What follows belongs to an exercise in optimizing a design on an open flow for small area, a short achievable clock period and few clock cycles per item; a production flow would make more cautious choices. Where RTL was checked, it was by simulation tests only, not by an equivalence proof against the original. Function not checked in runs 3 to 7: the RTL went through the layout flow alone. Power figures rest on the tool's default switching activity, not on a simulated workload.

==> design/flow/design.v <==
`timescale 1ns/1ps
`default_nettype none
module bridgeTop (
  input  wire         pclk,
  input  wire         preset_n,
  input  wire         awvalid,
  output logic        awready,
  input  wire  [31:0] awaddr,
  input  wire  [7:0]  awid,
  input  wire  [7:0]  awlen,
  input  wire  [1:0]  awburst,
  input  wire  [2:0]  awprot,
  input  wire         wvalid,
  output logic        wready,
  input  wire  [31:0] wdata,
  input  wire  [3:0]  wstrb,
  input  wire         arvalid,
  output logic        arready,
  input  wire  [31:0] araddr,
  input  wire  [7:0]  arid,
  input  wire  [7:0]  arlen,
  input  wire  [1:0]  arburst,
  input  wire  [2:0]  arprot,
  output logic        rvalid,
  input  wire         rready,
  output logic [31:0] rdata,
  output logic [1:0]  rresp,
  output logic [7:0]  rid,
  output logic        rlast,
  output logic        bvalid,
  input  wire         bready,
  output logic [1:0]  bresp,
  output logic [7:0]  bid,
  output logic [31:0] paddr,
  output logic [31:0] pwdata,
  output logic [3:0]  pstrb,
  output logic [2:0]  pprot,
  output logic        pwrite,
  output logic        penable,
  output logic [3:0]  psel,
  input  wire  [3:0]  pready,
  input  wire  [3:0]  pslverr,
  input  wire  [127:0] prdata
);
  logic        act;
  logic        turn;       
  logic        oom;        
  logic        incr;
  logic [7:0]  cnt;        
  logic        wHave;      
  logic [14:0] addr;
  logic [3:0]  strb;
  logic        last;
  logic        takeW;
  logic        takeR;
  logic        sel;        
  logic        serr;
  logic [31:0] sdata;
  logic        done;
  logic        go;
  logic        wTake;
  logic        actN;
  logic        turnN;
  logic        wHaveN;
  logic        rvalidN;
  logic        bvalidN;
  logic        wAccN;
  assign last = (cnt == 8'd0);
  assign takeW = awready && awvalid;
  assign takeR = arready && arvalid;
  assign wTake = wready && wvalid;
  always_comb begin
    sel   = 1'b0;
    serr  = 1'b0;
    sdata = 32'd0;
    for (int s = 0; s < 4; s++) begin
      sel   = sel   | (psel[s] & pready[s]);
      serr  = serr  | (psel[s] & pslverr[s]);
      sdata = sdata | ({32{psel[s]}} & prdata[32*s +: 32]);
    end
  end
  assign done = act && penable && (oom || sel);
  assign go   = act && !penable &&
                (pwrite ? (wHave && (!last || !bvalid || bready))
                        : (!rvalid || rready));
  assign paddr = {17'd0, addr};
  assign pstrb = pwrite ? strb : 4'd0;
  always_comb begin
    actN    = (act && !(done && last)) || takeW || takeR;
    turnN   = act ? turn : !turn;
    wHaveN  = wTake || (wHave && !(done && pwrite));
    rvalidN = (done && !pwrite) || (rvalid && !rready);
    bvalidN = (done && pwrite && last) || (bvalid && !bready);
    wAccN   = !wHaveN && !(actN && (act ? pwrite : takeW) && (penable ? !done : go));
  end
  always_ff @(posedge pclk or negedge preset_n) begin
    if (!preset_n) begin
      act     <= 1'b0;
      turn    <= 1'b0;
      penable <= 1'b0;
      psel    <= 4'd0;
      wHave   <= 1'b0;
      rvalid  <= 1'b0;
      bvalid  <= 1'b0;
      awready <= 1'b0;
      arready <= 1'b0;
      wready  <= 1'b0;
    end else begin
      act     <= actN;
      turn    <= turnN;
      wHave   <= wHaveN;
      rvalid  <= rvalidN;
      bvalid  <= bvalidN;
      awready <= !actN && turnN && !bvalidN;
      arready <= !actN && !turnN && !rvalidN;
      wready  <= wAccN;
      if (takeW) begin
        if (awaddr[31:14] == 18'd0) psel <= 4'b0001 << awaddr[13:12];
      end else if (takeR) begin
        if (araddr[31:14] == 18'd0) psel <= 4'b0001 << araddr[13:12];
      end
      if (go) begin
        penable <= 1'b1;
      end
      if (done) begin
        penable <= 1'b0;
        if (last) psel <= 4'd0;
      end
    end
  end
  always_ff @(posedge pclk) begin
    if (takeW || takeR) begin
      pwrite <= takeW;
      oom    <= takeW ? (awaddr[31:14] != 18'd0) : (araddr[31:14] != 18'd0);
      incr   <= takeW ? (awburst == 2'd1) : (arburst == 2'd1);
      cnt    <= takeW ? awlen : arlen;
      pprot  <= takeW ? awprot : arprot;
      addr   <= {1'b0, takeW ? awaddr[13:0] : araddr[13:0]};
    end else if (done) begin
      cnt <= cnt - 8'd1;
      if (incr) begin
        addr[14:2] <= addr[14:2] + 13'd1;
      end
    end
    if (takeW) begin
      bid   <= awid;
      bresp <= 2'd0;
    end else if (done && pwrite) begin
      bresp <= bresp | {oom | serr, oom};
    end
    if (takeR) begin
      rid <= arid;
    end
    if (wTake) begin
      pwdata <= wdata;
      strb   <= wstrb;
    end
    if (act && penable && !pwrite) begin
      rdata <= sdata;
      rresp <= {oom | serr, oom};
      rlast <= last;
    end
  end
endmodule
`default_nettype wire
==> design/flow/flow/run.sh <==
#!/bin/bash
# standard ORFS layout (the standard.sh, standard synthesis unchanged),
# with every port buffered by the smallest buffer instead of a delay buffer
set -euo pipefail
bash standard.sh "BUFFER_PORTS_ARGS=-buffer_cell sky130_fd_sc_hd__buf_1" finish > standard.log 2>&1
==> design/flow/standard.sh <==
#!/bin/bash
# synth_recipe.tcl (not shown) runs the flow's synth.tcl, then flattens the netlist and writes it again
# the make line also repeats each setting of config.mk as NAME=value (left out here)
make -C /OpenROAD-flow-scripts/flow DESIGN_CONFIG=/design/flow/config.mk WORK_HOME=/design/flow/orfs CLKGATE_MAP_FILE= SYNTH_SCRIPT=/design/flow/synth_recipe.tcl "${@:-finish}"
==> design/flow/config.mk <==
export PLATFORM = sky130hd
export DESIGN_NAME = bridgeTop
export DESIGN_NICKNAME = bridgeTop
export VERILOG_FILES = /design/flow/design.v
export SDC_FILE = /design/flow/constraint.sdc
export NUM_CORES = 4
export LEC_CHECK = 0
export CAP_MARGIN = 20
export CORE_MARGIN = 2
export CORE_UTILIZATION = 40
export SLEW_MARGIN = 20
==> design/flow/constraint.sdc <==
create_clock -name core_clock -period 5.0 [get_ports {pclk}]
set_input_delay 1.0000 -clock core_clock [delete_from_list [all_inputs] [get_ports {pclk}]]
set_output_delay 1.0000 -clock core_clock [all_outputs]
set_load 0.01 [all_outputs]
==> results.json, run 1 <==
{
  "status": "timing/DRC/antenna clean",
  "cts_tree": "built",
  "die_height_um": 126,
  "ys.flop_type": "edfxtp_1",
  "worstHoldStart": "bresp[0]$_SDFFE_PP0P_",
  "avgSynthCellArea_um2": 11.8,
  "pin_count": 420,
  "dpl.hpwl_mm": 14.8,
  "rows": 44,
  "setup_tns_ns": 0,
  "ir_drop_uv": 232,
  "p_leak_nw": 2.89,
  "fin_skew_ns": 0.00676,
  "seqPwrFrac_pct": 44.0,
  "max_stage_delay_ns": 0.62,
  "cp-start-kind": "primary input",
  "post_cts_resized": 0,
  "endpoint_kind": "register",
  "use_met1_pct": 27.9,
  "syn2layout_area_growth_pct": 37.1,
  "post_cts_buffers": 0,
  "top_usage_layer": "met2",
  "worstSetupStartpoint": "arvalid",
  "die_w_um": 126,
  "crit_type": "in -> reg",
  "grt_max_degree": 47,
  "die_area_mm2": 0.0160,
  "place_inst": 1067,
  "cp.buffers_inverters": 2,
  "yosys_register_bits": 131,
  "slew_violations": 0,
  "worstHoldPathType": "reg -> reg",
  "power_frac_comb_pct": 20.9,
  "grt_setup_unrepaired": "no",
  "port_buffers": 402,
  "max_slew.worst_pin.slew_ns": 0.990,
  "cts_buffers": 17,
  "cts.sinks": 131,
  "post_drt_wl_per_cell_um": 17.6,
  "ys_seq_area_share_pct": 64.1,
  "postSynth.asyncResetShare_pct": 9.92,
  "via_per_inst": 5.03,
  "cp_max_fo": 28,
  "period_share_pct": 55.1,
  "finalCriticalPeriod_ns": 2.75,
  "synth_edf_count": 115,
  "vias": 5533,
  "drive_gt1_share_pct": 4.26,
  "required_ns": 5.29,
  "cp.arrival_ns": 3.05,
  "hold_buffers": 0,
  "layout.nets": 1190,
  "grt_overflow": 0,
  "power.switching_mw": 1.08,
  "ys_types": 45,
  "reg2reg_depth": 6,
  "switching_share_pct": 29.2,
  "grt_pass1_vias": 5371,
  "cap_violations": 0,
  "rrSetupSlack_ns": 2.51,
  "drt_iter0_drc": 328,
  "netlist_instances": 507,
  "holdWs_ns": 0.489,
  "gp_congestion": 0.933,
  "cts_max_level": 4,
  "timing.fmax_ghz": 0.363,
  "drtAntennaViolNets": 0,
  "grtUsageMet2_pct": 41.1,
  "grt_pass1_wl_mm": 28.7,
  "core_area_mm2": 0.0146,
  "dr.pass1.iters": 7,
  "start_util_pct": 41.1,
  "cts_root_buf": "clkbuf_16",
  "min_path_cells": 2,
  "worstPathCellList": "buf_1 -> nand2_1 -> inv_2 -> nand3_1 -> nor2_1 -> mux2i_1 -> o22ai_1",
  "setup_viol": 0,
  "path_clk_slew_ns": 0.06,
  "reg2reg_from": "arready$_DFF_PN0_",
  "power.density_mw_per_mm2": 449,
  "r2r_end": "psel[2]$_DFF_PN0_",
  "crit_slowest_cell": "inv_2",
  "use_met3_pct": 5.69,
  "ys_warn_count": 1,
  "whs_endpoint": "bresp[0]$_SDFFE_PP0P_",
  "cpLargestDelayFamily": "simple AND/OR/NAND/NOR gates",
  "finalHoldViolCount": 0,
  "grt_antenna_before_repair": 0,
  "fill_cells": 1353,
  "cts_buffer_depth": 2,
  "instances_no_fill": 1100,
  "totalWireLength_mm": 19.4,
  "p_clk_share_pct": 35.1,
  "p_total_mw": 3.69,
  "grtUsageTotal_pct": 23.5,
  "relSlewSlack_pct": 33.8,
  "clk_latency_ns": 0.42,
  "synth_area_mm2": 0.00599,
  "intPower_mw": 2.61,
  "post-route-drc-count": 0
}
-- flip-flops by register name (all words and copies together) (netlist names), 2 cells and up --
signal,cells
addr,15
cnt,8
bresp,2
rdata,32
pprot,3
rid,8
pwdata,32
rresp,2
bid,8
strb,4
psel,4
-- cells by family after synthesis --
logic type               count (synthesis)  share of synthesized area [%]
buffers and inverters                   54                           4.47
AO/OA/AOI/OAI                          123                           13.8
adder cells (fa/ha/maj)                  3                          0.627
other                                    1                         0.0626
multiplexers                            10                           1.67
AND/OR/NAND/NOR                        168                           12.8
XOR/XNOR                                17                           2.49
flip-flops                             131                           64.1
-- final cells by class --
type | instances | area [um2] | share of cell area [%]
flip-flops and latches | 131 | 3840 | 46.8
multi-input cells | 338 | 1950 | 23.8
repair buffers | 407 | 1550 | 18.8
clock buffers | 23 | 458 | 5.58
well taps | 184 | 230 | 2.80
clock inverters | 9 | 156 | 1.90
inverters | 7 | 26.3 | 0.320
diodes | 1 | 2.50 | 0.0305
-- power groups by stage --
stage / Sequential, mW / Combinational (mW) / Clock [mW]
finish: 1.62 / 0.772 / 1.29
global route: 1.65 / 0.854 / 1.36
CTS: 1.62 / 0.778 / 1.31
detailed placement: 1.64 / 0.771 / 0
global placement: 1.63 / 0.755 / 0
floorplan: 1.69 / 0.390 / 0
-- synthesized netlist by cell type, drive strengths merged (10+ instances only) --
master	instances	area, um2
a21oi	16	83.8
a22oi	65	488
buf	19	136
clkbuf	28	105
dfrtp	13	325
edfxtp	115	3450
mux2i	10	100
nand2	88	330
nand3	12	60.1
nor2	29	109
o21ai	25	125
xnor2	11	96.3
-- worst min-delay path, stage by stage (launching register included) --
cell and delay, ns:
dfxtp_1 0.34, a41oi_1 0.05, nor2_1 0.07
-- per-stage QoR --
step / util [%] / setup slack [ns] / instance area [um2]
floorplan: - / 2.39 / 6050
global placement: 52.0 / 1.97 / 7590
detailed placement: 52.0 / 1.86 / 7590
CTS: 56.3 / 2.11 / 8210
global route: 56.3 / 2.04 / 8210
finish: 56.3 / 2.25 / 8210
-- worst max path at each step --
stage	cells past startpoint	end	slack, ns
CTS	1	psel[1]	2.11
detailed placement	7	psel[1]$_DFF_PN0_	1.86
floorplan	2	rdata[0]$_DFFE_PP_	2.39
global route	7	psel[0]$_DFF_PN0_	2.04
finish	7	psel[2]$_DFF_PN0_	2.25
global placement	7	psel[1]$_DFF_PN0_	1.97
-- layout by cell type, fill, tap and decap left out, types with 5 or more instances in the layout --
cell type / instances
nand3_1: 12
nor3_1: 6
mux2i_1: 10
o21ai_1: 21
inv_1: 5
nor2_1: 28
buf_1: 402
a22oi_1: 65
nand2_1: 88
clkbuf_16: 17
a21oi_1: 15
and2_1: 6
clkbuf_1: 5
xnor2_1: 11
conb_1: 17
edfxtp_1: 115
buf_4: 5
nor4_1: 7
xor2_1: 6
dfrtp_1: 12
-- per-layer routing --
layer | share of wire [%] | vias up
met5 | 0 | -
met4 | 2.4 | 0
met3 | 7.3 | 35
met2 | 52 | 277
met1 | 39 | 2569
li1 | - | 2652
Testbench counts, summed over its fixed seeds: cycles 9,506, beats 2,933.
==> inputs of run 2 (changes only) <==
==> design/flow/run.sh (new file) <==
#!/bin/bash
# synth_recipe.tcl (not shown) runs the flow's synth.tcl, then flattens the netlist and writes it again
# the make line also repeats each setting of config.mk as NAME=value (left out here)
make -C /OpenROAD-flow-scripts/flow DESIGN_CONFIG=/design/flow/config.mk WORK_HOME=/design/flow/orfs CLKGATE_MAP_FILE= SYNTH_SCRIPT=/design/flow/synth_recipe.tcl finish
--- a/design/flow/config.mk
+++ b/design/flow/config.mk
@@ -8,4 +8,5 @@
 export CAP_MARGIN = 20
 export CORE_MARGIN = 2
 export CORE_UTILIZATION = 40
+export SETUP_SLACK_MARGIN = 3.0
 export SLEW_MARGIN = 20
removed: design/flow/flow/run.sh
removed: design/flow/standard.sh
==> results.json, run 2 <==
{
  "status": "timing/DRC/antenna clean",
  "syn2layout_area_growth_pct": 82.6,
  "yosysTopAreaCellShare_pct": 57.6,
  "grt_pass1_wl_mm": 36.0,
  "cts_buffers": 17,
  "intPower_mw": 2.90,
  "fin_skew_ns": 0.00834,
  "seqPwrFrac_pct": 38.8,
  "die_area_mm2": 0.0160,
  "grt_overflow": 0,
  "ys_types": 45,
  "die_height_um": 126,
  "p_leak_nw": 4.46,
  "cts_tree": "built",
  "pin_count": 420,
  "timing.fmax_ghz": 0.447,
  "setup_tns_ns": 0,
  "ys_seq_area_share_pct": 64.1,
  "power.density_mw_per_mm2": 376,
  "max_stage_delay_ns": 0.43,
  "netlist_instances": 507,
  "cp_common_cell": "buf_6",
  "cpLargestDelayFamily": "flip-flops",
  "cts_max_level": 4,
  "synthTopCellsByCount": "edfxtp_1 (115), nand2_1 (88), a22oi_1 (65)",
  "yosys_register_bits": 131,
  "ir_drop_uv": 260,
  "grt_antenna_before_repair": 0,
  "worstHoldStart": "bresp[1]$_SDFFE_PP0P_",
  "reg2reg_from": "addr[2]$_DFFE_PP_",
  "grt_pass1_vias": 6287,
  "endpoint_kind": "primary output",
  "synth.area.top_cells": "edfxtp_1 (58%), a22oi_1 (8.1%), nand2_1 (5.5%)",
  "cp.buffers_inverters": 2,
  "setup_viol": 0,
  "totalWireLength_mm": 25.0,
  "die_w_um": 126,
  "slew_violations": 0,
  "layout.nets": 1240,
  "place_ws_ns": 1.76,
  "via_per_inst": 5.30,
  "clk_latency_ns": 0.41,
  "cap_violations": 0,
  "worst_slack_ns": 2.76,
  "grtUsageTotal_pct": 29.8,
  "drt_iter0_drc": 428,
  "vias": 6088,
  "worstHoldPathType": "reg -> reg",
  "drtAntennaViolNets": 0,
  "synth_area_mm2": 0.00599,
  "synth_top_cell_by_area": "edfxtp_1",
  "ys_warn_count": 1,
  "finalHoldViolCount": 0,
  "gp_congestion": 0.921,
  "max_slew.worst_pin.slew_ns": 0.616,
  "required_ns": 4.00,
  "postSynth.asyncResetShare_pct": 9.92,
  "power_frac_comb_pct": 29.5,
  "crit_type": "reg -> out",
  "synth_most_common_cell": "edfxtp_1",
  "dr.pass1.iters": 5,
  "cp_max_fo": 3,
  "start_util_pct": 41.1,
  "cp-start-kind": "register",
  "cp.arrival_ns": 1.24,
  "port_buffers": 402,
  "hold_buffers": 0,
  "finalCriticalPeriod_ns": 2.24,
  "dpl.hpwl_mm": 17.9,
  "antenna_cells": 0,
  "path_clk_slew_ns": 0.06,
  "p_clk_share_pct": 31.8,
  "layout_common_cells": "clkdlybuf4s50_1 (246), edfxtp_1 (115), buf_2 (109), nand2_1 (81), a22oi_1 (64)",
  "grt_setup_unrepaired": "yes",
  "cts_root_buf": "clkbuf_16",
  "worstSetupStartpoint": "pwrite$_DFFE_PN_",
  "avgSynthCellArea_um2": 11.8,
  "worstPathCellList": "buf_6 -> and2_4 -> buf_6",
  "period_share_pct": 44.7,
  "post_drt_wl_per_cell_um": 21.8,
  "final_common_cell": "clkdlybuf4s50_1",
  "ys.flop_type": "edfxtp_1",
  "reg_top3": "pwdata (32), rdata (32), addr (15)",
  "crit_slowest_cell": "edfxtp_1",
  "cts_buffer_depth": 2,
  "switching_share_pct": 29.4,
  "core_area_mm2": 0.0146,
  "grt_max_degree": 47,
  "synth_edf_count": 115,
  "rows": 44,
  "power.switching_mw": 1.21,
  "post-route-drc-count": 0,
  "drive_gt1_share_pct": 26.1,
  "cts.sinks": 131,
  "relSlewSlack_pct": 58.8
}
run 2: cell types whose count changed in the layout (fill, tap and decap cells not counted), moves of 5 or more:
cell | previous run | this run
clkdlybuf4s15_1 | 0 | 7
nand2_2 | 0 | 6
dlygate4sd2_1 | 0 | 22
buf_4 | 5 | 38
buf_2 | 0 | 109
nand3_1 | 12 | 7
buf_1 | 402 | 0
buf_6 | 0 | 21
nor4_1 | 7 | 2
and2_4 | 0 | 6
nand2_1 | 88 | 81
and2_1 | 6 | 0
clkdlybuf4s50_1 | 0 | 246
run 2: cells by family (layout without fill, tap and decap cells):
family                     Yosys count  count (layout)  synth area share, %
adders and majority gates            3               3                0.627
other                                1              17               0.0626
and+or+nand+nor                    168             169                 12.8
DFF                                131             131                 64.1
AOI/OAI and AO/OA                  123             123                 13.8
xor gates and xnor gates            17              17                 2.49
buffers and inverters               54             495                 4.47
muxes                               10              10                 1.67
run 2: per-stage QoR:
stage	cell area, um2	std cells	total power [mW]	util (%)	hold slack (ns)
finish	10900	1149	4.11	75.0	0.471
global route	10900	1149	4.26	75.0	0.494
CTS	10800	1141	4.04	73.9	0.479
detailed placement	10100	1068	2.78	69.6	0.463
global placement	10100	1068	2.74	69.6	0.464
floorplan	6100	523	2.09	-	0.454
run 2: cell type report:
cell class	instances	area [um2]
clock buffers	18	429
clock inverters	14	186
fillers	1016	3650
inverters	7	65.1
multi-input cells	339	2160
flip-flops and latches	131	3840
well taps	184	230
repair buffers	455	4020
repair inverters	1	8.76
run 2: path summary, 6_finish.rpt:
| path | endpoint | slack [ns] | depth (start not counted) |
|---|---|---|---|
| worst max-delay path | pstrb[2] | 2.76 | 3 |
| worst min register to register | bresp[1]$_SDFFE_PP0P_ | 0.47 | 2 |
| worst max register to register | addr[14]$_SDFFE_PN0P_ | 3.13 | 7 |
| min in group asynchronous | arready$_DFF_PN0_ | 0.97 | 1 |
| worst min-delay path | bresp[1]$_SDFFE_PP0P_ | 0.47 | 2 |
| max in group asynchronous | psel[0]$_DFF_PN0_ | 3.58 | 1 |
run 2: what timing repair did:
item / 4_1_cts / 5_1_grt
gates resized for setup: 572 / 48
cloned: 5 / 1
setup endpoints to repair: 237 / 86
pin swaps: 23 / 20
setup buffers: 36 / 7
run 2: per-layer routing:
layer	share of wire (%)	global-route usage, %
met5	0	0
met4	4.3	13.5
met3	7.1	6.45
met2	53	54.9
met1	35	32.6
run 2: power by group through the flow:
| stage | logic, mW | clock network [mW] | registers, mW |
|---|---|---|---|
| after floorplan | 0.407 | 0 | 1.69 |
| after global placement | 1.11 | 0 | 1.63 |
| after detailed placement | 1.14 | 0 | 1.64 |
| after CTS | 1.14 | 1.31 | 1.59 |
| after global routing | 1.30 | 1.35 | 1.62 |
| final | 1.21 | 1.31 | 1.60 |
run 2: tightest hold or removal path, cell delays in order (launching register included):
cell and delay [ns]:
dfxtp_1 0.32, a31oi_1 0.05, nor2_1 0.07
==> inputs of run 3 (changes only) <==
--- a/design/flow/design.v
+++ b/design/flow/design.v
@@ -65,7 +65,11 @@
   logic        rvalidN;
   logic        bvalidN;
   logic        wAccN;
-  assign last = (cnt == 8'd0);
+  logic        awOom;
+  logic        arOom;
+  assign last  = (cnt == 8'd0);
+  assign awOom = (awaddr[31:14] != 18'd0);
+  assign arOom = (araddr[31:14] != 18'd0);
   assign takeW = awready && awvalid;
   assign takeR = arready && arvalid;
   assign wTake = wready && wvalid;
@@ -114,10 +118,9 @@
       awready <= !actN && turnN && !bvalidN;
       arready <= !actN && !turnN && !rvalidN;
       wready  <= wAccN;
-      if (takeW) begin
-        if (awaddr[31:14] == 18'd0) psel <= 4'b0001 << awaddr[13:12];
-      end else if (takeR) begin
-        if (araddr[31:14] == 18'd0) psel <= 4'b0001 << araddr[13:12];
+      if (!act) begin
+        psel <= (takeW || takeR) && !(turn ? awOom : arOom)
+              ? 4'b0001 << (turn ? awaddr[13:12] : araddr[13:12]) : 4'd0;
       end
       if (go) begin
         penable <= 1'b1;
@@ -129,29 +132,29 @@
     end
   end
   always_ff @(posedge pclk) begin
-    if (takeW || takeR) begin
-      pwrite <= takeW;
-      oom    <= takeW ? (awaddr[31:14] != 18'd0) : (araddr[31:14] != 18'd0);
-      incr   <= takeW ? (awburst == 2'd1) : (arburst == 2'd1);
-      cnt    <= takeW ? awlen : arlen;
-      pprot  <= takeW ? awprot : arprot;
-      addr   <= {1'b0, takeW ? awaddr[13:0] : araddr[13:0]};
+    if (!act) begin
+      pwrite <= turn;
+      oom    <= turn ? awOom : arOom;
+      incr   <= turn ? (awburst == 2'd1) : (arburst == 2'd1);
+      cnt    <= turn ? awlen : arlen;
+      pprot  <= turn ? awprot : arprot;
+      addr   <= {1'b0, turn ? awaddr[13:0] : araddr[13:0]};
     end else if (done) begin
       cnt <= cnt - 8'd1;
       if (incr) begin
         addr[14:2] <= addr[14:2] + 13'd1;
       end
     end
-    if (takeW) begin
+    if (awready) begin
       bid   <= awid;
       bresp <= 2'd0;
     end else if (done && pwrite) begin
       bresp <= bresp | {oom | serr, oom};
     end
-    if (takeR) begin
+    if (arready) begin
       rid <= arid;
     end
-    if (wTake) begin
+    if (wready) begin
       pwdata <= wdata;
       strb   <= wstrb;
     end
==> design/flow/flow/run.sh (new file) <==
#!/bin/bash
# standard ORFS layout (the standard.sh, standard synthesis unchanged),
# with every port buffered by the smallest buffer instead of a delay buffer
set -euo pipefail
bash standard.sh "BUFFER_PORTS_ARGS=-buffer_cell sky130_fd_sc_hd__buf_1" finish > standard.log 2>&1
==> design/flow/standard.sh (new file) <==
#!/bin/bash
# synth_recipe.tcl (not shown) runs the flow's synth.tcl, then flattens the netlist and writes it again
# the make line also repeats each setting of config.mk as NAME=value (left out here)
make -C /OpenROAD-flow-scripts/flow DESIGN_CONFIG=/design/flow/config.mk WORK_HOME=/design/flow/orfs CLKGATE_MAP_FILE= SYNTH_SCRIPT=/design/flow/synth_recipe.tcl "${@:-finish}"
removed: design/flow/run.sh
==> results.json, run 3 <==
{
  "status": "timing/DRC/antenna clean",
  "syn2layout_area_growth_pct": 49.4,
  "final_common_cell": "buf_1",
  "place_ws_ns": 2.44,
  "cts_buffer_depth": 2,
  "synth_area_mm2": 0.00597,
  "p_total_mw": 4.59,
  "avgSynthCellArea_um2": 12.9,
  "yosys.area_share.simple_pct": 10.6,
  "die_height_um": 126,
  "p_leak_nw": 3.26,
  "worstPathCellList": "and2_1 -> buf_2",
  "grt_antenna_before_repair": 3,
  "holdWs_ns": 0.498,
  "cts.sinks": 131,
  "cts_buffers": 17,
  "gp_congestion": 0.881,
  "max_stage_delay_ns": 0.44,
  "vias": 5798,
  "max_slew.worst_pin.slew_ns": 0.749,
  "synthAdderAreaFrac_pct": 0.629,
  "start_util_pct": 41.1,
  "clk_latency_ns": 0.42,
  "worstHoldPathType": "reg -> reg",
  "synth_edf_count": 115,
  "dr.pass1.iters": 5,
  "seqPwrFrac_pct": 39.7,
  "p_clk_share_pct": 28.2,
  "fin_skew_ns": 0.00610,
  "grt_pass1_wl_mm": 33.0,
  "cts_max_level": 4,
  "via_per_inst": 5.20,
  "die_area_mm2": 0.0159,
  "ys_seq_area_share_pct": 64.3,
  "grt_max_degree": 44,
  "required_ns": 4.00,
  "ys_types": 50,
  "cts_tree": "built",
  "cp.arrival_ns": 1.18,
  "ys.flop_type": "edfxtp_1",
  "yosysTopAreaCellShare_pct": 57.8,
  "post_drt_wl_per_cell_um": 20.8,
  "ys_warn_count": 1,
  "timing.fmax_ghz": 0.459,
  "synth_top_family_by_area": "compound AO/OA/AOI/OAI gates",
  "slew_violations": 0,
  "post-route-drc-count": 0,
  "power.switching_mw": 1.51,
  "grt_setup_unrepaired": "yes",
  "period_share_pct": 43.6,
  "grt_overflow": 0,
  "synth_most_common_cell": "edfxtp_1",
  "synthTopCellsByCount": "edfxtp_1 (115), a22oi_1 (65), nand2_1 (56)",
  "grtUsageTotal_pct": 28.4,
  "netlist_instances": 464,
  "drtAntennaViolNets": 0,
  "reg_top3": "pwdata (32), rdata (32), addr (15)",
  "core_area_mm2": 0.0145,
  "dpl.hpwl_mm": 16.8,
  "yosys_register_bits": 131,
  "layout.nets": 1204,
  "drt_iter0_drc": 479,
  "synthMuxAreaShare_pct": 2.49,
  "cp_max_fo": 5,
  "synth_xor_xnor_area_share_pct": 2.49,
  "crit_slowest_cell": "edfxtp_1",
  "setup_tns_ns": 0,
  "endpoint_kind": "primary output",
  "setup_viol": 0,
  "ir_drop_uv": 268,
  "rows": 44,
  "cts_root_buf": "clkbuf_16",
  "cap_violations": 0,
  "synth_compound_area_share_pct": 14.9,
  "synth_top_cell_by_area": "edfxtp_1",
  "totalWireLength_mm": 23.2,
  "synth.area.top_cells": "edfxtp_1 (58%), a22oi_1 (8.2%), dfrtp_1 (5.4%)",
  "switching_share_pct": 32.8,
  "worst_slack_ns": 2.82,
  "finalCriticalPeriod_ns": 2.18,
  "layout_common_cells": "buf_1 (377), edfxtp_1 (115), a22oi_1 (65), nand2_1 (54), buf_4 (48)",
  "min_path_cells": 2,
  "finalHoldViolCount": 0,
  "place_area_mm2": 0.00758,
  "power_frac_comb_pct": 32.1,
  "pin_count": 420,
  "reg2reg_depth": 7,
  "port_buffers": 402,
  "intPower_mw": 3.09,
  "postSynth.asyncResetShare_pct": 9.92,
  "power.density_mw_per_mm2": 515,
  "grt_pass1_vias": 5705,
  "crit_type": "reg -> out",
  "cp-start-kind": "register",
  "relSlewSlack_pct": 50.1,
  "stdcell_area_mm2": 0.00892,
  "drive_gt1_share_pct": 15.1,
  "die_w_um": 126,
  "path_clk_slew_ns": 0.06
}
-- run 3: changes by cell type after synthesis, moves of 4 or more --
cell,change
nand4_1,+4
clkbuf_1,-13
nor2b_1,+8
nand2b_1,+4
xnor2_1,-7
buf_2,+6
mux2_2,+7
o21ai_1,-13
nand3_1,-4
nor2_1,-19
o22ai_1,-4
a211oi_1,+12
xor2_1,+7
nand2_1,-32
-- run 3: stage by stage --
stage / utilization [%] / std cells
after CTS: 60.2 / 1099
after global routing: 61.4 / 1115
after detailed placement: 52.2 / 1027
after floorplan: - / 480
final: 61.4 / 1115
after global placement: 52.2 / 1027
-- run 3: power by group through the flow --
stage | registers (mW) | clock network (mW) | logic, mW
3_5_place_dp | 1.96 | 0 | 1.03
4_1_cts | 1.83 | 1.31 | 1.36
6_report | 1.82 | 1.30 | 1.47
5_1_grt | 1.85 | 1.36 | 1.59
3_3_place_gp | 1.94 | 0 | 1.01
2_1_floorplan | 2.00 | 0 | 0.501
-- run 3: final timing paths --
check                      slack [ns]             startpoint                     to
max                              2.82       pwrite$_DFFE_PN_               pstrb[3]
min in group asynchronous        0.62               preset_n       rvalid$_DFF_PN0_
max reg2reg                      3.15      psel[3]$_DFF_PN0_      addr[9]$_DFFE_PP_
min reg2reg                      0.50  addr[14]$_SDFFE_PN0P_  addr[14]$_SDFFE_PN0P_
max in group asynchronous        3.83               preset_n          act$_DFF_PN0_
min                              0.50  addr[14]$_SDFFE_PN0P_  addr[14]$_SDFFE_PN0P_
-- run 3: logic make-up (layout without fill, tap and decap cells) --
family                     count (synthesis)  after routing
DFF                                      131            131
AOI/OAI and AO/OA                        124            124
and+or+nand+nor                          123            124
buffers and inverters                     51            499
xor gates and xnor gates                  17             17
muxes                                     14             14
adders and majority gates                  3              3
other                                      1             19
-- run 3: repair_timing --
action | CTS | global route
gates cloned | 4 | 0
hold buffers | 0 | 0
resized for setup | 44 | 25
pin swaps | 3 | 1
setup endpoints to repair | 92 | 44
buffers inserted | 36 | 14
-- run 3: area by class of cell --
type | count | area, um2
well taps | 184 | 230
inverters | 7 | 26.3
repair buffers | 460 | 2230
flip-flops and latches | 131 | 3860
clock inverters | 14 | 186
diodes | 2 | 5.00
multi-input cells | 299 | 1960
clock buffers | 18 | 429
fillers | 1253 | 5610
-- run 3: critical path: cells and delay by family, from the launching register on --
kind	cells	cell delay (ns)
buf+inv	1	0.15
simple gates	1	0.17
flops	1	0.44
-- run 3: routing by layer --
layer  share of wire (%)  vias to the layer above  global-route usage, %
li1                    -                     2670                      -
met1                  39                     2771                   34.2
met2                  50                      307                   47.2
met3                 8.2                       48                   8.33
met4                 2.9                        2                   13.3
met5               0.047                        -                      0
==> inputs of run 4 (changes only) <==
--- a/design/flow/config.mk
+++ b/design/flow/config.mk
@@ -8,5 +8,8 @@
 export CAP_MARGIN = 20
 export CORE_MARGIN = 2
 export CORE_UTILIZATION = 40
+export CTS_BUF_LIST = sky130_fd_sc_hd__clkbuf_4 sky130_fd_sc_hd__clkbuf_8
+export CTS_CLUSTER_DIAMETER = 100
+export CTS_CLUSTER_SIZE = 40
 export SETUP_SLACK_MARGIN = 3.0
 export SLEW_MARGIN = 20
==> results.json, run 4 <==
{
  "holdWs_ns": 0.490,
  "cp_max_fo": 5,
  "grt_pass1_wl_mm": 32.9,
  "synth_edf_count": 115,
  "via_per_inst": 5.21,
  "die_w_um": 126,
  "grt_antenna_before_repair": 3,
  "place_area_mm2": 0.00758,
  "p_leak_nw": 3.38,
  "synth_area_mm2": 0.00597,
  "endpoint_kind": "primary output",
  "dr.pass1.iters": 6,
  "dpl.hpwl_mm": 16.8,
  "ys_seq_area_share_pct": 64.3,
  "cts.sinks": 131,
  "synth_top_cell_by_area": "edfxtp_1",
  "hold_buffers": 0,
  "p_total_mw": 4.29,
  "period_share_pct": 44.0,
  "start_util_pct": 41.1,
  "layout.nets": 1198,
  "path_clk_slew_ns": 0.07,
  "layout_common_cells": "buf_1 (302), edfxtp_1 (115), a22oi_1 (65), clkbuf_2 (56), nand2_1 (54)",
  "power.density_mw_per_mm2": 486,
  "final_common_cell": "buf_1",
  "grt_setup_unrepaired": "yes",
  "synth.area.top_cells": "edfxtp_1 (58%), a22oi_1 (8.2%), dfrtp_1 (5.4%)",
  "grt_overflow": 0,
  "slew_violations": 0,
  "instances_no_fill": 1109,
  "cp.arrival_ns": 1.20,
  "crit_type": "reg -> out",
  "worstSetupEndpoint": "pstrb[0]",
  "drtAntennaViolNets": 0,
  "wl_met2_mm": 11.7,
  "met1_length_mm": 8.93,
  "syn2layout_area_growth_pct": 47.6,
  "ys.flop_type": "edfxtp_1",
  "cts_root_buf": "clkbuf_8",
  "ys_types": 50,
  "finalHoldViolCount": 0,
  "vias": 5775,
  "core_area_mm2": 0.0145,
  "max_slew.worst_pin.slew_ns": 0.751,
  "finalCriticalPeriod_ns": 2.20,
  "status": "timing/DRC/antenna clean",
  "drt_iter0_drc": 430,
  "place_inst": 1027,
  "grt_max_degree": 44,
  "timing.fmax_ghz": 0.454,
  "die_height_um": 126,
  "fin_skew_ns": 0.0105,
  "post_drt_wl_per_cell_um": 20.9,
  "ys_warn_count": 1,
  "rrSetupSlack_ns": 3.13,
  "yosysTopAreaCellShare_pct": 57.8,
  "reg_top3": "pwdata (32), rdata (32), addr (15)",
  "relSlewSlack_pct": 49.9,
  "worstHoldPathType": "reg -> reg",
  "clk_latency_ns": 0.45,
  "pin_count": 420,
  "synth_most_common_cell": "edfxtp_1",
  "reg2reg_depth": 7,
  "grtUsageTotal_pct": 28.4,
  "setup_tns_ns": 0,
  "yosys_register_bits": 131,
  "worstSetupStartpoint": "pwrite$_DFFE_PN_",
  "cp-start-kind": "register",
  "required_ns": 4.00,
  "port_buffers": 402,
  "post-route-drc-count": 0,
  "stdcell_area_mm2": 0.00881,
  "cts_buffers": 17,
  "rows": 44,
  "cts_buffer_depth": 2,
  "cts_tree": "built",
  "r2r_end": "addr[9]$_DFFE_PP_",
  "synthTopCellsByCount": "edfxtp_1 (115), a22oi_1 (65), nand2_1 (56)",
  "die_area_mm2": 0.0159,
  "setup_viol": 0,
  "cts_max_level": 4,
  "avgSynthCellArea_um2": 12.9,
  "gp_congestion": 0.881,
  "grt_pass1_vias": 5671,
  "cap_violations": 0,
  "reg2reg_from": "psel[0]$_DFF_PN0_",
  "drive_gt1_share_pct": 22.8,
  "netlist_instances": 464,
  "top_layer": "met5",
  "totalWireLength_mm": 23.2,
  "ir_drop_uv": 216,
  "postSynth.asyncResetShare_pct": 9.92,
  "dr_wl_met3_mm": 2.00
}
run 4: worst min path at each step:
stage	start	end	slack (ns)	cells after the start
2_1_floorplan	oom$_DFFE_PN_	rresp[0]$_DFFE_PP_	0.48	0
3_3_place_gp	bresp[1]$_SDFFE_PP0P_	bresp[1]$_SDFFE_PP0P_	0.46	2
3_5_place_dp	bresp[1]$_SDFFE_PP0P_	bresp[1]$_SDFFE_PP0P_	0.46	2
4_1_cts	bresp[1]$_SDFFE_PP0P_	bresp[1]$_SDFFE_PP0P_	0.47	2
5_1_grt	addr[14]$_SDFFE_PN0P_	addr[14]$_SDFFE_PN0P_	0.52	2
6_report	addr[14]$_SDFFE_PN0P_	addr[14]$_SDFFE_PN0P_	0.49	2
run 4: worst max-delay path, stage by stage, from the launching register on:
cell,delay (ns)
edfxtp_1,0.44
and2_1,0.19
buf_6,0.13
run 4: logic make-up (layout without fill, tap and decap cells):
family / after synthesis / count (layout) / share of synthesized area (%)
fa+ha+maj: 3 / 3 / 0.629
other cells: 1 / 19 / 0.0628
mux: 14 / 14 / 2.49
buf+inv: 51 / 493 / 4.55
compound gates: 124 / 124 / 14.9
xor+xnor: 17 / 17 / 2.49
flops: 131 / 131 / 64.3
simple gates: 123 / 124 / 10.6
run 4: where the power goes:
part           internal, mW  switching (mW)  leakage [nW]
combinational         0.643           0.859          1.91
clock                 0.546           0.421         0.208
sequential             1.64           0.180          1.26
total                  2.83            1.46          3.38
run 4: what timing repair did:
item | 4_1_cts | 5_1_grt
buffers inserted | 36 | 8
gates resized for setup | 83 | 70
setup endpoints to repair | 134 | 122
gates cloned | 4 | 0
pin swaps | 3 | 0
run 4: area by class of cell:
cell class / count / area, um2
repair buffers: 454 / 2310
diodes: 2 / 5.00
inverters: 7 / 26.3
clock buffers: 18 / 241
fillers: 1269 / 5720
flip-flops and latches: 131 / 3860
multi-input cells: 299 / 1960
well taps: 184 / 230
clock inverters: 14 / 186
run 4: metrics by stage:
step                setup slack, ns  utilization, %
global placement               2.47            52.2
detailed placement             2.44            52.2
global route                   2.71            60.6
CTS                            2.74            59.4
floorplan                      2.89               -
finish                         2.80            60.6
run 4: per-layer routing:
metal	up-vias	GRT usage (%)
met3	39	8.58
met5	-	0
li1	2657	-
met1	2739	34.2
met4	2	11.3
met2	338	47.9
==> inputs of run 5 (changes only) <==
--- a/design/flow/design.v
+++ b/design/flow/design.v
@@ -88,7 +88,6 @@
                 (pwrite ? (wHave && (!last || !bvalid || bready))
                         : (!rvalid || rready));
   assign paddr = {17'd0, addr};
-  assign pstrb = pwrite ? strb : 4'd0;
   always_comb begin
     actN    = (act && !(done && last)) || takeW || takeR;
     turnN   = act ? turn : !turn;
@@ -154,6 +153,7 @@
     if (arready) begin
       rid <= arid;
     end
+    pstrb <= (act ? pwrite : turn) ? (wready ? wstrb : strb) : 4'd0;
     if (wready) begin
       pwdata <= wdata;
       strb   <= wstrb;
==> design/flow/config.mk (replaced) <==
export PLATFORM = sky130hd
export DESIGN_NAME = bridgeTop
export DESIGN_NICKNAME = bridgeTop
export VERILOG_FILES = /design/flow/design.v
export SDC_FILE = /design/flow/constraint.sdc
export NUM_CORES = 4
export LEC_CHECK = 0
export CAP_MARGIN = 20
export CORE_MARGIN = 2
export CORE_UTILIZATION = 40
export SETUP_SLACK_MARGIN = 2.8
export SLEW_MARGIN = 20
==> results.json, run 5 <==
{
  "status": "timing/DRC/antenna clean",
  "ir_drop_uv": 201,
  "yosysTopAreaCellShare_pct": 54.6,
  "cts.sinks": 135,
  "finalCriticalPeriod_ns": 2.16,
  "grt_pass1_wl_mm": 30.8,
  "cts_max_level": 4,
  "finalHoldViolCount": 0,
  "required_ns": 4.00,
  "yosys_register_bits": 135,
  "setup_viol": 0,
  "postSynth.asyncResetShare_pct": 9.63,
  "via_per_inst": 5.22,
  "relSlewSlack_pct": 36.5,
  "synthTopCellsByCount": "edfxtp_1 (110), a22oi_1 (65), nand2_1 (60)",
  "cts_root_buf": "clkbuf_16",
  "start_util_pct": 41.3,
  "die_w_um": 127,
  "synth_most_common_cell": "edfxtp_1",
  "synth.area.top_cells": "edfxtp_1 (55%), a22oi_1 (8.1%), dfrtp_1 (5.4%)",
  "crit_type": "reg -> out",
  "p_total_mw": 2.67,
  "fin_skew_ns": 0.0124,
  "worstPathCellList": "buf_12 -> clkbuf_2",
  "grt_pass1_vias": 5362,
  "cp-start-kind": "register",
  "cap_violations": 0,
  "synth_top_cell_by_area": "edfxtp_1",
  "layout.nets": 1186,
  "cp.arrival_ns": 1.16,
  "reg_top3": "pwdata (32), rdata (32), addr (15)",
  "syn2layout_area_growth_pct": 42.1,
  "grt_overflow": 0,
  "worstHoldPathType": "reg -> reg",
  "grtUsageTotal_pct": 25.8,
  "ys_warn_count": 1,
  "rows": 44,
  "grt_max_degree": 50,
  "cts_tree": "built",
  "netlist_instances": 477,
  "max_slew.worst_pin.slew_ns": 0.950,
  "grt_antenna_before_repair": 2,
  "timing.fmax_ghz": 0.464,
  "ys_types": 54,
  "pin_count": 420,
  "holdWs_ns": 0.469,
  "cts_buffer_depth": 2,
  "port_buffers": 402,
  "endpoint_kind": "primary output",
  "setup_tns_ns": 0,
  "cts_buffers": 17,
  "crit_slowest_cell": "dfrtp_2",
  "stdcell_area_mm2": 0.00860,
  "post-route-drc-count": 0,
  "drtAntennaViolNets": 0,
  "dpl.hpwl_mm": 16.5,
  "synth_area_mm2": 0.00605,
  "cp_max_fo": 18,
  "clk_latency_ns": 0.42,
  "gp_congestion": 0.921,
  "period_share_pct": 43.1,
  "path_clk_slew_ns": 0.05,
  "ys.flop_type": "edfxtp_1",
  "power.density_mw_per_mm2": 310,
  "vias": 5721,
  "core_area_mm2": 0.0146,
  "dr.pass1.iters": 5,
  "place_area_mm2": 0.00767,
  "drive_gt1_share_pct": 9.55,
  "drt_iter0_drc": 392,
  "avgSynthCellArea_um2": 12.7,
  "totalWireLength_mm": 21.5,
  "cpLargestDelayFamily": "flip-flops",
  "grt_setup_unrepaired": "no",
  "final_common_cell": "buf_1",
  "synth_edf_count": 110,
  "die_height_um": 127,
  "layout_common_cells": "buf_1 (398), edfxtp_1 (110), a22oi_1 (65), nand2_1 (59)",
  "die_area_mm2": 0.0161,
  "p_leak_nw": 3.14,
  "post_drt_wl_per_cell_um": 19.7,
  "ys_seq_area_share_pct": 64.0,
  "slew_violations": 0,
  "cp.buffers_inverters": 2,
  "max_stage_delay_ns": 0.44
}
## run 5: report_power, final
group	total [mW]	internal, mW	switching [mW]	leakage [nW]
sequential	1.25	1.24	0.00991	1.37
combinational	0.163	0.0820	0.0805	1.47
clock	1.25	0.802	0.449	0.298
## run 5: path summary, 6_finish.rpt
path,start,end,slack (ns),depth (start not counted)
min reg2reg,strb[0]$_DFF_P_,strb[0]$_DFF_P_,0.47,1
min,strb[0]$_DFF_P_,strb[0]$_DFF_P_,0.47,1
max in group asynchronous,preset_n,psel[3]$_DFF_PN0_,3.90,1
max,psel[2]$_DFF_PN0_,psel[2],2.84,2
max reg2reg,psel[0]$_DFF_PN0_,cnt[1]$_DFFE_PP_,3.09,5
min in group asynchronous,preset_n,arready$_DFF_PN0_,0.60,1
## run 5: what timing repair did
action | in CTS | in global routing
gates resized for setup | 19 | 6
gates cloned | 4 | 0
endpoints found under the hold margin | 0 | 0
endpoints found under the setup margin | 13 | 28
hold buffers | 0 | 0
buffers inserted | 3 | 14
pin swaps | 1 | 1
## run 5: layout make-up
cell class | instances | area [um2]
fillers | 1291 | 6050
clock inverters | 7 | 88.8
inverters | 9 | 33.8
repair buffers | 430 | 1880
multi-input cells | 305 | 1970
well taps | 184 | 230
flip-flops and latches | 135 | 3880
diodes | 1 | 2.50
clock buffers | 25 | 507
## run 5: worst register-to-register path, stage by stage, from the launching register on
cell and delay (ns):
dfrtp_1 0.42, buf_4 0.16, a222oi_1 0.30, buf_4 0.19, a21o_1 0.23, nand2_1 0.28
## run 5: metrics by stage
step | setup WS, ns | cells | utilization (%)
3_5_place_dp | 2.36 | 1042 | 52.4
6_report | 2.84 | 1096 | 58.7
5_1_grt | 2.81 | 1096 | 58.7
3_3_place_gp | 2.34 | 1042 | 52.4
2_1_floorplan | 2.82 | 493 | -
4_1_cts | 2.81 | 1081 | 57.9
## run 5: cell families (layout without fill, tap and decap cells)
logic type               after synthesis  count (layout)  synth area share (%)
buffers and inverters                 53             471                  4.57
XOR/XNOR                              17              17                  2.46
other                                  1              18                0.0620
AND/OR/NAND/NOR                      125             125                  10.3
multiplexers                          18              18                  3.19
flip-flops                           135             135                  64.0
adder cells (fa/ha/maj)                3               3                 0.621
AO/OA/AOI/OAI                        125             125                  14.9
## run 5: per-layer routing
metal  global-route usage [%]  routed length, um
met4                     10.0                582
met5                        0                 13
met2                     41.9              10500
met3                     6.83               1650
met1                     33.3               8770
==> inputs of run 6 (changes only) <==
==> design/flow/flow/run.sh (replaced) <==
#!/bin/bash
# standard ORFS layout (the standard.sh, standard synthesis unchanged),
# with every port buffered by the smallest buffer instead of a delay buffer
# and a shallower clock tree
set -euo pipefail
export CTS_ARGS="-sink_clustering_enable -repair_clock_nets -sink_clustering_size 40 -sink_clustering_max_diameter 250 -buf_list sky130_fd_sc_hd__clkbuf_16 -root_buf sky130_fd_sc_hd__clkbuf_16"
bash standard.sh "BUFFER_PORTS_ARGS=-buffer_cell sky130_fd_sc_hd__buf_1" finish > standard.log 2>&1
==> results.json, run 6 <==
{
  "status": "timing/DRC/antenna clean",
  "cpLargestDelayFamily": "flip-flops",
  "cts.sinks": 135,
  "dpl.hpwl_mm": 16.5,
  "final_common_cell": "buf_1",
  "die_w_um": 127,
  "drtAntennaViolNets": 0,
  "yosys.area_share.simple_pct": 10.3,
  "cts_buffer_depth": 2,
  "fill_cells": 1295,
  "cp.arrival_ns": 1.16,
  "dr.pass1.iters": 4,
  "stdcell_area_mm2": 0.00855,
  "period_share_pct": 43.3,
  "synthMuxAreaShare_pct": 3.19,
  "grt_pass1_wl_mm": 30.8,
  "timing.fmax_ghz": 0.462,
  "layout.nets": 1184,
  "required_ns": 4.00,
  "die_area_mm2": 0.0161,
  "core_area_mm2": 0.0146,
  "post_drt_wl_per_cell_um": 19.6,
  "synth_top_family_by_area": "compound AO/OA/AOI/OAI gates",
  "cp-start-kind": "register",
  "finalCriticalPeriod_ns": 2.16,
  "synth_area_mm2": 0.00605,
  "grt_pass1_vias": 5364,
  "grtUsageTotal_pct": 25.8,
  "layout_common_cells": "buf_1 (397), edfxtp_1 (110), a22oi_1 (65), nand2_1 (59), a21oi_1 (19)",
  "pin_count": 420,
  "fin_skew_ns": 0.0184,
  "cts_max_level": 4,
  "relSlewSlack_pct": 36.7,
  "slew_violations": 0,
  "synth_xor_xnor_area_share_pct": 2.46,
  "ys_warn_count": 1,
  "yosys_register_bits": 135,
  "ir_drop_uv": 201,
  "start_util_pct": 41.3,
  "gp_congestion": 0.921,
  "grt_antenna_before_repair": 0,
  "drive_gt1_share_pct": 9.13,
  "vias": 5714,
  "synth_compound_area_share_pct": 14.9,
  "cts_root_buf": "clkbuf_16",
  "synth_most_common_cell": "edfxtp_1",
  "ys_seq_area_share_pct": 64.0,
  "grt_max_degree": 50,
  "syn2layout_area_growth_pct": 41.3,
  "cts_buffers": 17,
  "via_per_inst": 5.23,
  "port_buffers": 402,
  "post-route-drc-count": 0,
  "clk_latency_ns": 0.43,
  "synth_top_cell_by_area": "edfxtp_1",
  "setup_tns_ns": 0,
  "ys_types": 54,
  "synth_edf_count": 110,
  "postSynth.asyncResetShare_pct": 9.63,
  "totalWireLength_mm": 21.5,
  "synthAdderAreaFrac_pct": 0.620,
  "netlist_instances": 477,
  "max_stage_delay_ns": 0.44,
  "synthTopCellsByCount": "edfxtp_1 (110), a22oi_1 (65), nand2_1 (60)",
  "ys.flop_type": "edfxtp_1",
  "reg_top3": "pwdata (32), rdata (32), addr (15)",
  "crit_slowest_cell": "dfrtp_2",
  "synth.area.top_cells": "edfxtp_1 (55%), a22oi_1 (8.1%), dfrtp_1 (5.4%)",
  "power.density_mw_per_mm2": 305,
  "worstHoldPathType": "reg -> reg",
  "drt_iter0_drc": 368,
  "crit_type": "reg -> out",
  "endpoint_kind": "primary output",
  "cp.buffers_inverters": 2,
  "p_leak_nw": 3.13,
  "place_area_mm2": 0.00767,
  "antenna_cells": 0,
  "worstPathCellList": "buf_12 -> clkbuf_2",
  "grt_overflow": 0,
  "setup_viol": 0,
  "avgSynthCellArea_um2": 12.7,
  "cp_max_fo": 18,
  "cts_tree": "built",
  "path_clk_slew_ns": 0.06,
  "yosysTopAreaCellShare_pct": 54.6,
  "grt_setup_unrepaired": "no",
  "die_height_um": 127,
  "max_slew.worst_pin.slew_ns": 0.948,
  "finalHoldViolCount": 0,
  "rows": 44,
  "cap_violations": 0
}
run 6: changes by cell type in the layout (fill, tap and decap cells not counted), sizes merged:
cell,change
clkbuf,-6
inv,+4
buf,-3
diode,-1
clkinv,+3
run 6: through the flow:
stage	hold slack, ns	instances	total power [mW]	worst slack (ns)	utilization (%)
floorplan	0.445	493	1.33	2.82	-
global placement	0.452	1042	1.42	2.34	52.4
detailed placement	0.458	1042	1.42	2.36	52.4
CTS	0.471	1081	2.63	2.81	57.7
global route	0.499	1093	2.70	2.80	58.4
finish	0.469	1093	2.61	2.84	58.4
run 6: path summary, 6_finish.rpt:
| kind | from | endpoint | slack (ns) | depth (start not counted) |
|---|---|---|---|---|
| max | psel[2]$_DFF_PN0_ | psel[2] | 2.84 | 2 |
| min | strb[0]$_DFF_P_ | strb[0]$_DFF_P_ | 0.47 | 1 |
| max reg2reg | psel[0]$_DFF_PN0_ | cnt[1]$_DFFE_PP_ | 3.11 | 5 |
| min reg2reg | strb[0]$_DFF_P_ | strb[0]$_DFF_P_ | 0.47 | 1 |
| max in group asynchronous | preset_n | psel[3]$_DFF_PN0_ | 3.90 | 1 |
| min in group asynchronous | preset_n | psel[1]$_DFF_PN0_ | 0.60 | 1 |
run 6: final cells by class:
cell class / count / area (um2) / area share, %
multi-input cells: 305 / 1970 / 23.1
clock inverters: 14 / 115 / 1.35
inverters: 9 / 33.8 / 0.395
repair buffers: 428 / 1870 / 21.8
flip-flops and latches: 135 / 3880 / 45.4
well taps: 184 / 230 / 2.69
clock buffers: 18 / 450 / 5.27
run 6: cell families after synthesis:
logic type                 count (synthesis)
AOI/OAI and AO/OA                        125
xor gates and xnor gates                  17
adders and majority gates                  3
buffers and inverters                     53
DFF                                      135
muxes                                     18
other                                      1
and+or+nand+nor                          125
run 6: timing repair:
action / in CTS / in global routing
cloned: 4 / 0
buffers inserted: 3 / 12
gates resized for setup: 19 / 7
setup endpoints to repair: 13 / 28
hold buffers: 0 / 0
pin swaps: 1 / 1
run 6: where the power goes:
| part | total (mW) | switching, mW | internal [mW] | leakage, nW |
|---|---|---|---|---|
| registers | 1.25 | 0.00973 | 1.24 | 1.37 |
| clock network | 1.19 | 0.446 | 0.748 | 0.297 |
| logic | 0.162 | 0.0798 | 0.0820 | 1.46 |
run 6: layer usage:
layer	track usage, %	vias to the layer above	wire length, um
li1	-	2626	-
met1	33.7	2770	8830
met4	8.66	0	486
met2	42.2	285	10500
met5	0	-	0
met3	6.62	33	1610
==> inputs of run 7 (changes only) <==
--- a/design/flow/design.v
+++ b/design/flow/design.v
@@ -48,6 +48,9 @@
   logic        incr;
   logic [7:0]  cnt;        
   logic        wHave;      
+  logic        sFull;      
+  logic        wrP;        
+  logic        wrS;        
   logic [14:0] addr;
   logic [3:0]  strb;
   logic        last;
@@ -58,13 +61,20 @@
   logic [31:0] sdata;
   logic        done;
   logic        go;
-  logic        wTake;
+  logic        takeP;
+  logic        takeS;
+  logic        moveS;
+  logic        takeD;
   logic        actN;
   logic        turnN;
   logic        wHaveN;
   logic        rvalidN;
   logic        bvalidN;
+  logic        sFullN;
+  logic        pwriteN;
   logic        wAccN;
+  logic        wrPN;
+  logic        wrSN;
   logic        awOom;
   logic        arOom;
   assign last  = (cnt == 8'd0);
@@ -72,7 +82,10 @@
   assign arOom = (araddr[31:14] != 18'd0);
   assign takeW = awready && awvalid;
   assign takeR = arready && arvalid;
-  assign wTake = wready && wvalid;
+  assign takeP = wrP && wvalid;
+  assign takeS = wrS && wvalid;
+  assign moveS = sFull && (!wHave || (done && pwrite));
+  assign takeD = takeS && done && pwrite;
   always_comb begin
     sel   = 1'b0;
     serr  = 1'b0;
@@ -91,10 +104,14 @@
   always_comb begin
     actN    = (act && !(done && last)) || takeW || takeR;
     turnN   = act ? turn : !turn;
-    wHaveN  = wTake || (wHave && !(done && pwrite));
+    wHaveN  = takeP || moveS || takeD || (wHave && !(done && pwrite));
+    sFullN  = (takeS && !takeD) || (sFull && !moveS);
     rvalidN = (done && !pwrite) || (rvalid && !rready);
     bvalidN = (done && pwrite && last) || (bvalid && !bready);
-    wAccN   = !wHaveN && !(actN && (act ? pwrite : takeW) && (penable ? !done : go));
+    pwriteN = act ? pwrite : turn;
+    wAccN   = actN && pwriteN && (penable ? !done : go);
+    wrPN    = !wHaveN && !sFullN && !wAccN;
+    wrSN    = wAccN && !sFullN && !rvalidN;
   end
   always_ff @(posedge pclk or negedge preset_n) begin
     if (!preset_n) begin
@@ -108,6 +125,9 @@
       awready <= 1'b0;
       arready <= 1'b0;
       wready  <= 1'b0;
+      sFull   <= 1'b0;
+      wrP     <= 1'b0;
+      wrS     <= 1'b0;
     end else begin
       act     <= actN;
       turn    <= turnN;
@@ -116,7 +136,10 @@
       bvalid  <= bvalidN;
       awready <= !actN && turnN && !bvalidN;
       arready <= !actN && !turnN && !rvalidN;
-      wready  <= wAccN;
+      sFull   <= sFullN;
+      wrP     <= wrPN;
+      wrS     <= wrSN;
+      wready  <= wrPN || wrSN;
       if (!act) begin
         psel <= (takeW || takeR) && !(turn ? awOom : arOom)
               ? 4'b0001 << (turn ? awaddr[13:12] : araddr[13:12]) : 4'd0;
@@ -152,16 +175,20 @@
     end
     if (arready) begin
       rid <= arid;
+    end else if (wrS) begin
+      rid[3:0] <= wstrb;
     end
-    pstrb <= (act ? pwrite : turn) ? (wready ? wstrb : strb) : 4'd0;
-    if (wready) begin
-      pwdata <= wdata;
-      strb   <= wstrb;
+    pstrb <= pwriteN ? ((wrP || takeD) ? wstrb : moveS ? rid[3:0] : strb) : 4'd0;
+    if (wrP || moveS || takeD) begin
+      pwdata <= sFull ? rdata : wdata;
+      strb   <= sFull ? rid[3:0] : wstrb;
     end
     if (act && penable && !pwrite) begin
       rdata <= sdata;
       rresp <= {oom | serr, oom};
       rlast <= last;
+    end else if (wrS) begin
+      rdata <= wdata;
     end
   end
 endmodule
==> design/flow/flow/run.sh (replaced) <==
#!/bin/bash
# standard ORFS layout (the standard.sh, standard synthesis unchanged),
# with every port buffered by the smallest buffer instead of a delay buffer
set -euo pipefail
bash standard.sh "BUFFER_PORTS_ARGS=-buffer_cell sky130_fd_sc_hd__buf_1" finish > standard.log 2>&1
==> results.json, run 7 <==
{
  "status": "timing/DRC/antenna clean",
  "reg_top3": "pwdata (32), rdata (32), addr (15)",
  "cts.sinks": 138,
  "avgSynthCellArea_um2": 11.7,
  "postSynth.asyncResetShare_pct": 11.6,
  "stdcell_area_mm2": 0.00960,
  "grt_antenna_before_repair": 6,
  "die_height_um": 136,
  "timing.fmax_ghz": 0.462,
  "dpl.hpwl_mm": 17.9,
  "path_clk_slew_ns": 0.06,
  "worstSetupStartpoint": "psel[3]$_DFF_PN0_",
  "grt_overflow": 0,
  "finalCriticalPeriod_ns": 2.17,
  "port_buffers": 402,
  "place_area_mm2": 0.00860,
  "finalHoldViolCount": 0,
  "die_area_mm2": 0.0184,
  "cts_buffer_depth": 2,
  "ys_seq_area_share_pct": 57.4,
  "crit_type": "reg -> out",
  "cp.arrival_ns": 1.17,
  "cap_violations": 0,
  "cts_max_level": 4,
  "relSlewSlack_pct": 33.7,
  "cts_buffers": 17,
  "reg2reg_from": "psel[1]$_DFF_PN0_",
  "layout_common_cells": "buf_1 (399), edfxtp_1 (114), nand2_1 (65), o21ai_0 (56), mux2_2 (40)",
  "post_drt_wl_per_cell_um": 19.9,
  "grt_pass1_vias": 6062,
  "setup_viol": 0,
  "yosys_register_bits": 138,
  "required_ns": 4.00,
  "grt_pass1_wl_mm": 34.2,
  "pin_count": 420,
  "synth_most_common_cell": "edfxtp_1",
  "utilization_pct": 56.1,
  "grt_setup_unrepaired": "yes",
  "instances_no_fill": 1243,
  "netlist_instances": 594,
  "grt_max_degree": 67,
  "max_slew.worst_pin.slew_ns": 0.994,
  "synthTopCellsByCount": "edfxtp_1 (114), nand2_1 (68), o21ai_0 (58)",
  "dr.pass1.iters": 5,
  "holdWs_ns": 0.507,
  "period_share_pct": 43.3,
  "gp_congestion": 0.857,
  "totalWireLength_mm": 24.8,
  "cts_root_buf": "clkbuf_16",
  "synth_top_cell_by_area": "edfxtp_1",
  "drive_gt1_share_pct": 12.0,
  "p_leak_nw": 3.31,
  "fin_skew_ns": 0.00680,
  "cts_tree": "built",
  "final_common_cell": "buf_1",
  "synth_edf_count": 114,
  "power.density_mw_per_mm2": 280,
  "syn2layout_area_growth_pct": 38.3,
  "grtUsageTotal_pct": 25.8,
  "place_inst": 1187,
  "vias": 6422,
  "setup_tns_ns": 0,
  "worstHoldPathType": "reg -> reg",
  "place_ws_ns": 1.79,
  "ys_warn_count": 1,
  "via_per_inst": 5.17,
  "worstHoldStart": "bresp[0]$_SDFFE_PP0P_",
  "synth_area_mm2": 0.00694,
  "yosysTopAreaCellShare_pct": 49.3,
  "die_w_um": 136,
  "ys_types": 52,
  "start_util_pct": 40.5,
  "layout.nets": 1288,
  "endpoint_kind": "primary output",
  "worst_slack_ns": 2.83,
  "cp-start-kind": "register",
  "rows": 48,
  "p_total_mw": 2.69,
  "synth.area.top_cells": "edfxtp_1 (49%), mux2_2 (6.5%), dfrtp_1 (5.8%)",
  "cp_max_fo": 18,
  "drt_iter0_drc": 360,
  "core_area_mm2": 0.0171,
  "ir_drop_uv": 233,
  "hold_buffers": 0,
  "slew_violations": 0,
  "clk_latency_ns": 0.42,
  "post-route-drc-count": 0,
  "drtAntennaViolNets": 0,
  "ys.flop_type": "edfxtp_1"
}
[run 7: changes by cell type after synthesis, sizes merged, moves of 16 or more]
cell / delta
mux2: +30
o21ai: +53
a22oi: -63
clkbuf: +16
a221oi: +32
a22o: +31
[run 7: power by group]
group | internal (mW) | switching (mW)
Clock | 0.773 | 0.473
Combinational | 0.0818 | 0.0914
Sequential | 1.26 | 0.00741
Total | 2.12 | 0.572
[run 7: cell families after synthesis]
logic type	count (synthesis)	share of synthesized area, %
AO/OA/AOI/OAI	181	18.0
flip-flops	138	57.4
AND/OR/NAND/NOR	132	8.87
buffers and inverters	71	4.90
multiplexers	51	8.08
XOR/XNOR	17	2.15
adder cells (fa/ha/maj)	3	0.541
other	1	0.0540
[run 7: worst max-delay path, cell delays in order (launching register included)]
cell and delay (ns):
dfrtp_2 0.44, buf_12 0.17, clkbuf_2 0.13
[run 7: layer usage]
layer,vias to the layer above,GRT usage [%],wire [um]
met4,2,12.6,801
met3,48,6.10,1840
met5,-,0,11
met1,2977,28.5,9260
li1,3075,-,-
met2,320,46.5,12900
[run 7: path summary, 6_finish.rpt]
check,endpoint,slack (ns),cells past startpoint
max,psel[3],2.83,2
min,bresp[0]$_SDFFE_PP0P_,0.51,2
max reg2reg,strb[3]$_DFFE_PP_,2.93,7
min reg2reg,bresp[0]$_SDFFE_PP0P_,0.51,2
max in group asynchronous,sFull$_DFF_PN0_,3.69,1
min in group asynchronous,turn$_DFF_PN0_,0.69,1
[run 7: repair_timing]
action	4_1_cts	5_1_grt
pin swaps	1	3
setup buffers	6	7
endpoints found under the setup margin	70	45
gates cloned	4	2
gates resized for setup	20	12
[run 7: final cells by class]
class | instances | area, um2
well taps | 225 | 282
flip-flops and latches | 138 | 3990
diodes | 5 | 12.5
clock buffers | 17 | 425
multi-input cells | 403 | 2800
fillers | 1573 | 7520
inverters | 14 | 52.6
repair buffers | 426 | 1880
clock inverters | 15 | 158

port drivers added, routing unchanged:
The results above use ideal ports. As a check the final layouts listed here were re-extracted and re-timed, cells and wires unchanged.
Step 1 sets driving cells, clkbuf_16 on the clock port and buf_2 on the other inputs (assumed; they add their load-dependent delay and slew).
Step 2 also shifts input and output timing later by t, the mid clock arrival at the registers, as if the neighbouring blocks saw the same clock.
Three values: ideal ports, drivers, drivers and shift; two values: the first two.
| run | t (ns) | slack for setup (ns) | worst hold slack (ns) | worst register clock-pin slew, ns | worst data-port slew with drivers (ns) |
|---|---|---|---|---|---|
| run 1 | 0.458 | 2.246 / 2.267 / 1.809 | 0.489 / 0.489 / 0.489 | 0.06 / 0.06 | 0.07 |
| run 2 | 0.450 | 2.764 / 2.722 / 2.476 | 0.471 / 0.471 / 0.471 | 0.06 / 0.06 | 0.07 |
| run 3 | 0.464 | 2.822 / 2.778 / 2.673 | 0.498 / 0.498 / 0.498 | 0.06 / 0.06 | 0.11 |
| run 4 | 0.481 | 2.799 / 2.758 / 2.638 | 0.490 / 0.490 / 0.490 | 0.08 / 0.08 | 0.12 |
| run 5 | 0.454 | 2.844 / 2.804 / 2.535 | 0.469 / 0.469 / 0.469 | 0.06 / 0.06 | 0.09 |
| run 6 | 0.460 | 2.836 / 2.794 / 2.548 | 0.469 / 0.469 / 0.469 | 0.06 / 0.06 | 0.09 |
| run 7 | 0.456 | 2.835 / 2.792 / 2.411 | 0.507 / 0.507 / 0.507 | 0.06 / 0.06 | 0.12 |
After both steps setup and hold are still met in every run listed. For run 1, which loses most, drivers alone change the setup slack by +0.021 ns; drivers and shift together by -0.437 ns.
